Background: an optimization exercise with open tools, aiming at small area, a short achievable clock period and few clock cycles. Do not read the settings as production practice. At most, simulation tests tie the RTL to the original design; equivalence was not proved.

==> 01-14: inputs <==
==> flow/design.v <==
module ex_stage (
  input  logic        clk,
  input  logic        rst,
  input  logic [31:0] i_inst,
  input  logic [2:0]  i_alusel,
  input  logic [4:0]  i_aluop,
  input  logic [31:0] i_srcLeft,
  input  logic [31:0] i_srcRight,
  input  logic [1:0]  i_memop,
  input  logic [4:0]  i_dest,
  input  logic        i_writeEnable,
  input  logic        i_flush,
  output logic [31:0] o_result,
  output logic [1:0]  o_memop,
  output logic [31:0] o_memAddr,
  output logic [31:0] o_storeData,
  output logic [4:0]  o_dest,
  output logic        o_writeEnable,
  output logic        o_overflow,
  output logic        o_stallReq
);
  localparam logic [2:0] SEL_SPECIAL = 3'd0, SEL_LOGIC = 3'd1, SEL_ARITH = 3'd2,
                         SEL_MULDIV  = 3'd3, SEL_MEMACC = 3'd4;
  logic [31:0] A, B;
  assign A = i_srcLeft;
  assign B = i_srcRight;
  function automatic logic [5:0] bitlen(input logic [31:0] x);
    logic [5:0] n;
    n = 6'd0;
    for (int i = 0; i < 32; i++) if (x[i]) n = i + 1;
    bitlen = n;
  endfunction
  function automatic logic [31:0] rev32(input logic [31:0] x);
    for (int i = 0; i < 32; i++) rev32[i] = x[31 - i];
  endfunction
  logic [31:0] r0_q, r1_q, x_q;
  logic [32:0] m_q;
  logic [5:0]  cnt_q;
  logic [2:0]  dg_q;
  logic        busy_q, swap_q, div_q, sgn_q, xs_q, negq_q, dom_q, sub_q;
  logic        kill, is_md, uses_hl, stall, retire, md_start, mthi, mtlo;
  assign kill     = rst | i_flush;
  assign is_md    = (i_alusel == SEL_MULDIV) && (i_aluop[4:2] == 3'd0);
  assign uses_hl  = is_md || ((i_alusel == SEL_SPECIAL) && (i_aluop != 5'd0) && (i_aluop <= 5'd4));
  assign stall    = !kill && busy_q && uses_hl;
  assign retire   = !kill && !stall;
  assign md_start = retire && is_md;
  assign mthi     = retire && (i_alusel == SEL_SPECIAL) && (i_aluop == 5'd3);
  assign mtlo     = retire && (i_alusel == SEL_SPECIAL) && (i_aluop == 5'd4);
  logic        sgn, an, bn, op_div, swp, dz, qz, mneg;
  logic [31:0] ta, tb, msel, sh_out;
  logic [5:0]  lza, lzb, bl, na, lbd, s_div, bl2;
  logic        mlow;
  assign op_div  = i_aluop[1];
  assign sgn     = !i_aluop[0];
  assign an      = sgn && A[31];
  assign bn      = sgn && B[31];
  assign ta      = A ^ {32{an}};
  assign tb      = B ^ {32{bn}};
  assign lza     = bitlen(ta);
  assign lzb     = bitlen(tb);
  assign swp     = lza < lzb;
  assign bl      = swp ? lza : lzb;
  assign msel    = swp ? A : B;
  assign mneg    = swp ? an : bn;
  assign bl2     = bl - 6'd2;
  assign mlow    = (bl == 6'd1) ? 1'b0 : msel[bl2[4:0]];
  assign na      = lza + {5'd0, an};         
  assign lbd     = (lzb == 6'd0) ? {5'd0, bn} : lzb;   
  assign dz      = (lzb == 6'd0) && !bn;     
  assign qz      = na < lbd;                 
  assign s_div   = na - lbd;
  assign sh_out  = B << s_div[4:0];
  logic        last, neg, two, zero, c, accept;
  logic [34:0] base, addv;
  logic [33:0] add_a, add_b, add_s;
  logic        add_c;
  logic [30:0] r0_inc;
  logic [29:0] r0_dec;
  logic [3:0]  tq0, tq1;
  logic [31:0] r0_mul0, r0_mul1, r0_mul, r0_div;
  logic [4:0]  nj;
  logic        qbit;
  assign last = (cnt_q == 6'd1);
  assign neg  = dg_q[2] && !(dg_q[1] && dg_q[0]);
  assign two  = (dg_q == 3'b100) || (dg_q == 3'b011);
  assign zero = (dg_q == 3'b000) || (dg_q == 3'b111);
  assign base = zero ? 35'd0 : (two ? {xs_q, xs_q, x_q, 1'b0} : {xs_q, xs_q, xs_q, x_q});
  assign addv = base ^ {35{neg}};
  always_comb begin
    if (div_q) begin
      add_a = {{2{sgn_q && r1_q[31]}}, r1_q};
      add_b = {m_q[32], m_q} ^ {34{sub_q}};
      add_c = sub_q;
    end else begin
      add_a = {2'b00, r1_q[29:0], 2'b00};
      add_b = {2'b00, addv[31:0]};
      add_c = neg;
    end
  end
  assign add_s  = add_a + add_b + {33'd0, add_c};
  assign c      = add_s[32];
  assign accept = dom_q ? (add_s[33] || (add_s == 34'd0)) : !add_s[33];
  assign r0_inc = r0_q[30:0] + 31'd1;
  assign r0_dec = r0_q[29:0] - 30'd1;
  function automatic logic [31:0] r0_add(input logic [3:0] t, input logic [29:0] r,
                                         input logic [29:0] ri, input logic [29:0] rd);
    case (t[3:2])
      2'b01:   r0_add = {ri, t[1:0]};
      2'b11:   r0_add = {rd, t[1:0]};
      default: r0_add = {r, t[1:0]};
    endcase
  endfunction
  assign tq0     = {2'b00, r1_q[31:30]} + {addv[34], addv[34:32]};
  assign tq1     = tq0 + 4'd1;
  assign r0_mul0 = r0_add(tq0, r0_q[29:0], r0_inc[29:0], r0_dec);
  assign r0_mul1 = r0_add(tq1, r0_q[29:0], r0_inc[29:0], r0_dec);
  assign r0_mul  = c ? r0_mul1 : r0_mul0;
  assign qbit   = accept ^ negq_q;
  assign r0_div = (last && negq_q) ? (qbit ? {r0_inc, 1'b0} : {r0_q[30:0], 1'b1})
                                   : {r0_q[30:0], qbit};
  assign nj = cnt_q[4:0] - 5'd2;
  always_ff @(posedge clk) begin
    if (rst) begin
      r0_q   <= '0;
      r1_q   <= '0;
      swap_q <= 1'b0;
      busy_q <= 1'b0;
    end else if (busy_q) begin
      cnt_q <= cnt_q - 6'd1;
      dg_q  <= {dg_q[0], m_q[{nj, 1'b1}], m_q[{nj, 1'b0}]};
      if (div_q) begin
        r0_q <= r0_div;
        if (accept) r1_q <= add_s[31:0];
        m_q  <= {m_q[32], m_q[32:1]};
      end else begin
        r0_q <= r0_mul;
        r1_q <= add_s[31:0];
      end
      if (last) busy_q <= 1'b0;
    end else if (md_start) begin
      div_q  <= op_div;
      sgn_q  <= sgn;
      x_q    <= swp ? B : A;
      xs_q   <= swp ? bn : an;
      negq_q <= an ^ bn;
      dom_q  <= an;
      sub_q  <= an == bn;
      m_q    <= op_div ? {bn, sh_out} : {msel, 1'b0};
      dg_q   <= bl[0] ? {mneg, !mneg, mlow} : {mneg, mneg, !mneg};
      swap_q <= op_div;
      r1_q   <= op_div ? A : 32'd0;
      r0_q   <= {32{op_div && (dz || ((an ^ bn) && !qz))}};
      if (op_div) begin
        cnt_q  <= s_div + 6'd1;
        busy_q <= !dz && !qz;
      end else begin
        cnt_q  <= (bl + 6'd2) >> 1;
        busy_q <= !((lza == 6'd0 && !an) || (lzb == 6'd0 && !bn));
      end
    end else begin
      if (mthi) begin
        if (swap_q) r1_q <= A; else r0_q <= A;
      end
      if (mtlo) begin
        if (swap_q) r0_q <= A; else r1_q <= A;
      end
    end
  end
  logic [31:0] hi, lo;
  assign hi = swap_q ? r1_q : r0_q;
  assign lo = swap_q ? r0_q : r1_q;
  logic [31:0] mem_addr, sum, diff, sh_in, sh_r, sh_res, res;
  logic [31:0] sum_lo, diff_lo;
  logic        cs31, cd31, cd32, add_ovf, sub_ovf, n31, slt, sltu, left, fill;
  logic [63:0] sh_full;
  logic        we, ovf;
  assign mem_addr = A + {{16{i_inst[15]}}, i_inst[15:0]};
  assign {cs31, sum_lo[30:0]}  = {1'b0, A[30:0]} + {1'b0, B[30:0]};
  assign {cd31, diff_lo[30:0]} = {1'b0, A[30:0]} + {1'b0, ~B[30:0]} + 32'd1;
  assign sum      = {A[31] ^ B[31] ^ cs31, sum_lo[30:0]};
  assign diff     = {A[31] ^ ~B[31] ^ cd31, diff_lo[30:0]};
  assign cd32     = (A[31] & ~B[31]) | ((A[31] | ~B[31]) & cd31);
  assign add_ovf  = (A[31] ~^ B[31]) & (A[31] ^ cs31);
  assign n31      = B[31] ^ (|B[30:0]);
  assign sub_ovf  = (A[31] ~^ n31) & (B[31] ~^ cd31);
  assign sltu     = !cd32;
  assign slt      = (A[31] != B[31]) ? A[31] : diff[31];
  assign left    = (i_aluop[1:0] == 2'd0);
  assign fill    = i_aluop[1] && A[31];
  assign sh_in   = left ? rev32(A) : A;
  assign sh_full = {{32{fill}}, sh_in} >> B[4:0];
  assign sh_r    = sh_full[31:0];
  assign sh_res  = left ? rev32(sh_r) : sh_r;
  always_comb begin
    res = '0;
    we  = i_writeEnable;
    ovf = 1'b0;
    case (i_alusel)
      SEL_SPECIAL: case (i_aluop)
        5'd0:    ;
        5'd1:    begin res = hi; we = 1'b1; end
        5'd2:    begin res = lo; we = 1'b1; end
        default: we = 1'b0;
      endcase
      SEL_LOGIC: case (i_aluop)
        5'd0:    res = A & B;
        5'd1:    res = A | B;
        5'd2:    res = A ^ B;
        5'd3:    res = ~(A | B);
        5'd4, 5'd5, 5'd6: res = sh_res;
        default: we = 1'b0;
      endcase
      SEL_ARITH: case (i_aluop)
        5'd0:    begin res = sum;  ovf = add_ovf; end
        5'd1:    begin res = diff; ovf = sub_ovf; end
        5'd2:    res = {31'd0, slt};
        5'd3:    res = {31'd0, sltu};
        default: we = 1'b0;
      endcase
      SEL_MEMACC: res = mem_addr;
      default:    we = 1'b0;
    endcase
    if (ovf || stall) we = 1'b0;
  end
  assign o_result      = kill ? '0 : res;
  assign o_memop       = kill ? 2'd0 : i_memop;
  assign o_memAddr     = kill ? '0 : mem_addr;
  assign o_storeData   = kill ? '0 : i_srcRight;
  assign o_dest        = kill ? '0 : i_dest;
  assign o_writeEnable = !kill && we;
  assign o_overflow    = !kill && ovf;
  assign o_stallReq    = stall;
endmodule
==> flow/run.sh <==
#!/bin/bash
# synth_recipe.tcl (not shown) runs the flow's synth.tcl, then flattens the netlist and writes it again
# the make line also repeats each setting of config.mk as NAME=value (left out here)
make -C /OpenROAD-flow-scripts/flow DESIGN_CONFIG=/design/flow/config.mk WORK_HOME=/design/flow/orfs CLKGATE_MAP_FILE= SYNTH_SCRIPT=/design/flow/synth_recipe.tcl finish
==> flow/config.mk <==
export PLATFORM = sky130hd
export DESIGN_NAME = ex_stage
export DESIGN_NICKNAME = ex_stage
export VERILOG_FILES = /design/flow/design.v
export SDC_FILE = /design/flow/constraint.sdc
export NUM_CORES = 4
export LEC_CHECK = 0
export ABC_AREA = 0
export CAP_MARGIN = 20
export CORE_MARGIN = 2
export CORE_UTILIZATION = 40
export SETUP_SLACK_MARGIN = 2.5
export SLEW_MARGIN = 20
==> flow/constraint.sdc <==
create_clock -name core_clock -period 9.0 [get_ports {clk}]
set_input_delay 1.8000 -clock core_clock [delete_from_list [all_inputs] [get_ports {clk}]]
set_output_delay 1.8000 -clock core_clock [all_outputs]
set_load 0.01 [all_outputs]
==> inputs of 10-26, as changes to 01-14 <==
--- a/flow/design.v
+++ b/flow/design.v
@@ -22,6 +22,7 @@
   localparam logic [2:0] SEL_SPECIAL = 3'd0, SEL_LOGIC = 3'd1, SEL_ARITH = 3'd2,
                          SEL_MULDIV  = 3'd3, SEL_MEMACC = 3'd4;
   logic [31:0] A, B;
+  logic [31:0] hi, lo;
   assign A = i_srcLeft;
   assign B = i_srcRight;
   function automatic logic [5:0] bitlen(input logic [31:0] x);
@@ -75,8 +76,8 @@
   logic [34:0] base, addv;
   logic [33:0] add_a, add_b, add_s;
   logic        add_c;
-  logic [30:0] r0_inc;
-  logic [29:0] r0_dec;
+  logic [30:0] r0_id;
+  logic        r0_down;
   logic [3:0]  tq0, tq1;
   logic [31:0] r0_mul0, r0_mul1, r0_mul, r0_div;
   logic [4:0]  nj;
@@ -101,23 +102,19 @@
   assign add_s  = add_a + add_b + {33'd0, add_c};
   assign c      = add_s[32];
   assign accept = dom_q ? (add_s[33] || (add_s == 34'd0)) : !add_s[33];
-  assign r0_inc = r0_q[30:0] + 31'd1;
-  assign r0_dec = r0_q[29:0] - 30'd1;
+  assign r0_down = !div_q && tq0[3];
+  assign r0_id   = r0_q[30:0] + {{30{r0_down}}, 1'b1};
   function automatic logic [31:0] r0_add(input logic [3:0] t, input logic [29:0] r,
-                                         input logic [29:0] ri, input logic [29:0] rd);
-    case (t[3:2])
-      2'b01:   r0_add = {ri, t[1:0]};
-      2'b11:   r0_add = {rd, t[1:0]};
-      default: r0_add = {r, t[1:0]};
-    endcase
+                                         input logic [29:0] rid);
+    r0_add = (t[3:2] == 2'b00) ? {r, t[1:0]} : {rid, t[1:0]};
   endfunction
   assign tq0     = {2'b00, r1_q[31:30]} + {addv[34], addv[34:32]};
   assign tq1     = tq0 + 4'd1;
-  assign r0_mul0 = r0_add(tq0, r0_q[29:0], r0_inc[29:0], r0_dec);
-  assign r0_mul1 = r0_add(tq1, r0_q[29:0], r0_inc[29:0], r0_dec);
+  assign r0_mul0 = r0_add(tq0, r0_q[29:0], r0_id[29:0]);
+  assign r0_mul1 = r0_add(tq1, r0_q[29:0], r0_id[29:0]);
   assign r0_mul  = c ? r0_mul1 : r0_mul0;
   assign qbit   = accept ^ negq_q;
-  assign r0_div = (last && negq_q) ? (qbit ? {r0_inc, 1'b0} : {r0_q[30:0], 1'b1})
+  assign r0_div = (last && negq_q) ? (qbit ? {r0_id, 1'b0} : {r0_q[30:0], 1'b1})
                                    : {r0_q[30:0], qbit};
   assign nj = cnt_q[4:0] - 5'd2;
   always_ff @(posedge clk) begin
@@ -167,15 +164,48 @@
       end
     end
   end
-  logic [31:0] hi, lo;
   assign hi = swap_q ? r1_q : r0_q;
   assign lo = swap_q ? r0_q : r1_q;
+  ex_alu u_alu (
+    .A(A), .B(B), .imm(i_inst[15:0]), .alusel(i_alusel), .aluop(i_aluop),
+    .memop(i_memop), .dest(i_dest), .wen(i_writeEnable), .kill(kill), .stall(stall),
+    .hi(hi), .lo(lo),
+    .o_result(o_result), .o_memop(o_memop), .o_memAddr(o_memAddr), .o_storeData(o_storeData),
+    .o_dest(o_dest), .o_writeEnable(o_writeEnable), .o_overflow(o_overflow)
+  );
+  assign o_stallReq = stall;
+endmodule
+module ex_alu (
+  input  logic [31:0] A,
+  input  logic [31:0] B,
+  input  logic [15:0] imm,
+  input  logic [2:0]  alusel,
+  input  logic [4:0]  aluop,
+  input  logic [1:0]  memop,
+  input  logic [4:0]  dest,
+  input  logic        wen,
+  input  logic        kill,
+  input  logic        stall,
+  input  logic [31:0] hi,
+  input  logic [31:0] lo,
+  output logic [31:0] o_result,
+  output logic [1:0]  o_memop,
+  output logic [31:0] o_memAddr,
+  output logic [31:0] o_storeData,
+  output logic [4:0]  o_dest,
+  output logic        o_writeEnable,
+  output logic        o_overflow
+);
+  localparam logic [2:0] SEL_SPECIAL = 3'd0, SEL_LOGIC = 3'd1, SEL_ARITH = 3'd2,
+                         SEL_MULDIV  = 3'd3, SEL_MEMACC = 3'd4;
+  function automatic logic [31:0] rev32(input logic [31:0] x);
+    for (int i = 0; i < 32; i++) rev32[i] = x[31 - i];
+  endfunction
   logic [31:0] mem_addr, sum, diff, sh_in, sh_r, sh_res, res;
   logic [31:0] sum_lo, diff_lo;
   logic        cs31, cd31, cd32, add_ovf, sub_ovf, n31, slt, sltu, left, fill;
   logic [63:0] sh_full;
-  logic        we, ovf;
-  assign mem_addr = A + {{16{i_inst[15]}}, i_inst[15:0]};
+  assign mem_addr = A + {{16{imm[15]}}, imm};
   assign {cs31, sum_lo[30:0]}  = {1'b0, A[30:0]} + {1'b0, B[30:0]};
   assign {cd31, diff_lo[30:0]} = {1'b0, A[30:0]} + {1'b0, ~B[30:0]} + 32'd1;
   assign sum      = {A[31] ^ B[31] ^ cs31, sum_lo[30:0]};
@@ -185,50 +215,53 @@
   assign n31      = B[31] ^ (|B[30:0]);
   assign sub_ovf  = (A[31] ~^ n31) & (B[31] ~^ cd31);
   assign sltu     = !cd32;
-  assign slt      = (A[31] != B[31]) ? A[31] : diff[31];
-  assign left    = (i_aluop[1:0] == 2'd0);
-  assign fill    = i_aluop[1] && A[31];
+  assign slt      = !cd32 ^ A[31] ^ B[31];
+  assign left    = (aluop[1:0] == 2'd0);
+  assign fill    = aluop[1] && A[31];
   assign sh_in   = left ? rev32(A) : A;
   assign sh_full = {{32{fill}}, sh_in} >> B[4:0];
   assign sh_r    = sh_full[31:0];
   assign sh_res  = left ? rev32(sh_r) : sh_r;
+  logic live, is_sp, is_lg, is_ar, is_mem;
+  logic s_hi, s_lo, s_and, s_or, s_xor, s_nor, s_sh, s_add, s_sub, s_slt, s_sltu, s_mem;
+  logic we_base, ovf;
+  assign live   = !kill;
+  assign is_sp  = alusel == SEL_SPECIAL;
+  assign is_lg  = alusel == SEL_LOGIC;
+  assign is_ar  = alusel == SEL_ARITH;
+  assign is_mem = alusel == SEL_MEMACC;
+  assign s_hi   = live && is_sp && (aluop == 5'd1);
+  assign s_lo   = live && is_sp && (aluop == 5'd2);
+  assign s_and  = live && is_lg && (aluop == 5'd0);
+  assign s_or   = live && is_lg && (aluop == 5'd1);
+  assign s_xor  = live && is_lg && (aluop == 5'd2);
+  assign s_nor  = live && is_lg && (aluop == 5'd3);
+  assign s_sh   = live && is_lg && (aluop >= 5'd4) && (aluop <= 5'd6);
+  assign s_add  = live && is_ar && (aluop == 5'd0);
+  assign s_sub  = live && is_ar && (aluop == 5'd1);
+  assign s_slt  = live && is_ar && (aluop == 5'd2);
+  assign s_sltu = live && is_ar && (aluop == 5'd3);
+  assign s_mem  = live && is_mem;
+  assign res = ({32{s_and}} & (A & B)) | ({32{s_or}} & (A | B)) | ({32{s_xor}} & (A ^ B))
+             | ({32{s_nor}} & ~(A | B)) | ({32{s_hi}} & hi) | ({32{s_lo}} & lo)
+             | ({32{s_sh}} & sh_res) | ({32{s_add}} & sum) | ({32{s_sub}} & diff)
+             | ({32{s_mem}} & mem_addr) | {31'd0, (s_slt & slt) | (s_sltu & sltu)};
   always_comb begin
-    res = '0;
-    we  = i_writeEnable;
-    ovf = 1'b0;
-    case (i_alusel)
-      SEL_SPECIAL: case (i_aluop)
-        5'd0:    ;
-        5'd1:    begin res = hi; we = 1'b1; end
-        5'd2:    begin res = lo; we = 1'b1; end
-        default: we = 1'b0;
-      endcase
-      SEL_LOGIC: case (i_aluop)
-        5'd0:    res = A & B;
-        5'd1:    res = A | B;
-        5'd2:    res = A ^ B;
-        5'd3:    res = ~(A | B);
-        5'd4, 5'd5, 5'd6: res = sh_res;
-        default: we = 1'b0;
-      endcase
-      SEL_ARITH: case (i_aluop)
-        5'd0:    begin res = sum;  ovf = add_ovf; end
-        5'd1:    begin res = diff; ovf = sub_ovf; end
-        5'd2:    res = {31'd0, slt};
-        5'd3:    res = {31'd0, sltu};
-        default: we = 1'b0;
-      endcase
-      SEL_MEMACC: res = mem_addr;
-      default:    we = 1'b0;
+    we_base = 1'b0;
+    case (alusel)
+      SEL_SPECIAL: we_base = (aluop == 5'd0) ? wen : ((aluop == 5'd1) || (aluop == 5'd2));
+      SEL_LOGIC:   we_base = (aluop <= 5'd6) && wen;
+      SEL_ARITH:   we_base = (aluop <= 5'd3) && wen;
+      SEL_MEMACC:  we_base = wen;
+      default:     we_base = 1'b0;
     endcase
-    if (ovf || stall) we = 1'b0;
   end
-  assign o_result      = kill ? '0 : res;
-  assign o_memop       = kill ? 2'd0 : i_memop;
-  assign o_memAddr     = kill ? '0 : mem_addr;
-  assign o_storeData   = kill ? '0 : i_srcRight;
-  assign o_dest        = kill ? '0 : i_dest;
-  assign o_writeEnable = !kill && we;
-  assign o_overflow    = !kill && ovf;
-  assign o_stallReq    = stall;
+  assign ovf = (s_add & add_ovf) | (s_sub & sub_ovf);
+  assign o_result      = res;
+  assign o_memop       = memop & {2{live}};
+  assign o_memAddr     = mem_addr & {32{live}};
+  assign o_storeData   = B & {32{live}};
+  assign o_dest        = dest & {5{live}};
+  assign o_writeEnable = live && we_base && !stall && !ovf;
+  assign o_overflow    = ovf;
 endmodule
--- a/flow/config.mk
+++ b/flow/config.mk
@@ -11,3 +11,4 @@
 export CORE_UTILIZATION = 40
 export SETUP_SLACK_MARGIN = 2.5
 export SLEW_MARGIN = 20
+export SYNTH_HIERARCHICAL = 1
==> comparison <==
- In 10-26 the worst setup slack is higher than in 01-14, by 0.33 ns.
- In 01-14 the non-clock buffer count is lower than in 10-26, by 63.
- In 01-14 the synthesized cell count is smaller than in 10-26, by about 0.3%.
- Against 10-26, the first-iteration DRC count of 01-14 is smaller by 12%.
- Global-route usage: 10-26 is higher than 01-14 (0.87 points).
- In flip-flop and latch count, 10-26 and 01-14 do not differ.
- In clock-buffer cell count, 01-14 and 10-26 do not differ.
==> figures <==
                                                                                                 01-14                    10-26
Status                                                                         complete, no violations  complete, no violations
Worst slack after detailed placement                                                         0.1925 ns                0.6521 ns
Crit path buffers/inverters                                                                          4                        5
Worst flop-to-flop path startpoint                                                             dg_q[0]                  dg_q[2]
Routed length on met1                                                                         60.11 mm                 63.88 mm
Number of cells traversed by the worst register-to-register path                                    21                       22
Unique cell type count in the Yosys netlist                                                        101                      102
Initial DRC Count                                                                                5,197                    5,917
Count of plain and timing-repair buffers in the layout                                             560                      623
Fraction of the mapped netlist area in adder cells                                              8.678%                   9.468%
NonClk Buf Share                                                                                13.86%                   15.39%
Hold endpoint                                                                                   swap_q                 r1_q[18]
Sequential fraction of total cell area                                                          10.23%                   9.450%
Later-pin clock latency in the skew report                                                     0.50 ns                  0.45 ns
Number of tapcells                                                                                 940                      969
Basic-gate share of the synthesized area counting and, or, nand and nor cells                   22.11%                   20.94%
Testbench counts of 01-14, summed over its fixed seeds: cycles 7,336.
The RTL of 10-26 was laid out without a check of its function.

==> re-timing with driven ports <==
The results above use ideal ports. As a check the final layouts listed here were re-extracted and re-timed, cells and wires unchanged.
Step 1: set_driving_cell puts a clkbuf_16 on clk and a buf_2 on each other input, an assumption about the parent block.
Step 2 adds t to the input delays and takes it off the output delays; t is the mean of the earliest and latest rising clock arrival at the registers after step 1. Input paths then give back, and output paths get back, about the clock's delay inside the block.
Slacks: ideal ports / drivers / drivers and shift; pairs: ideal ports / drivers.
run | t, ns | setup WS [ns] | worst setup path at the end
01-14 | 0.546 | 1.662 / 1.596 / 1.596 | input to output
10-26 | 0.504 | 1.997 / 1.948 / 1.948 | input to output
After both steps every run listed still meets setup and hold. The setup slack of 01-14, which loses most, moves by -0.066 ns with the drivers and by -0.066 ns with both steps.
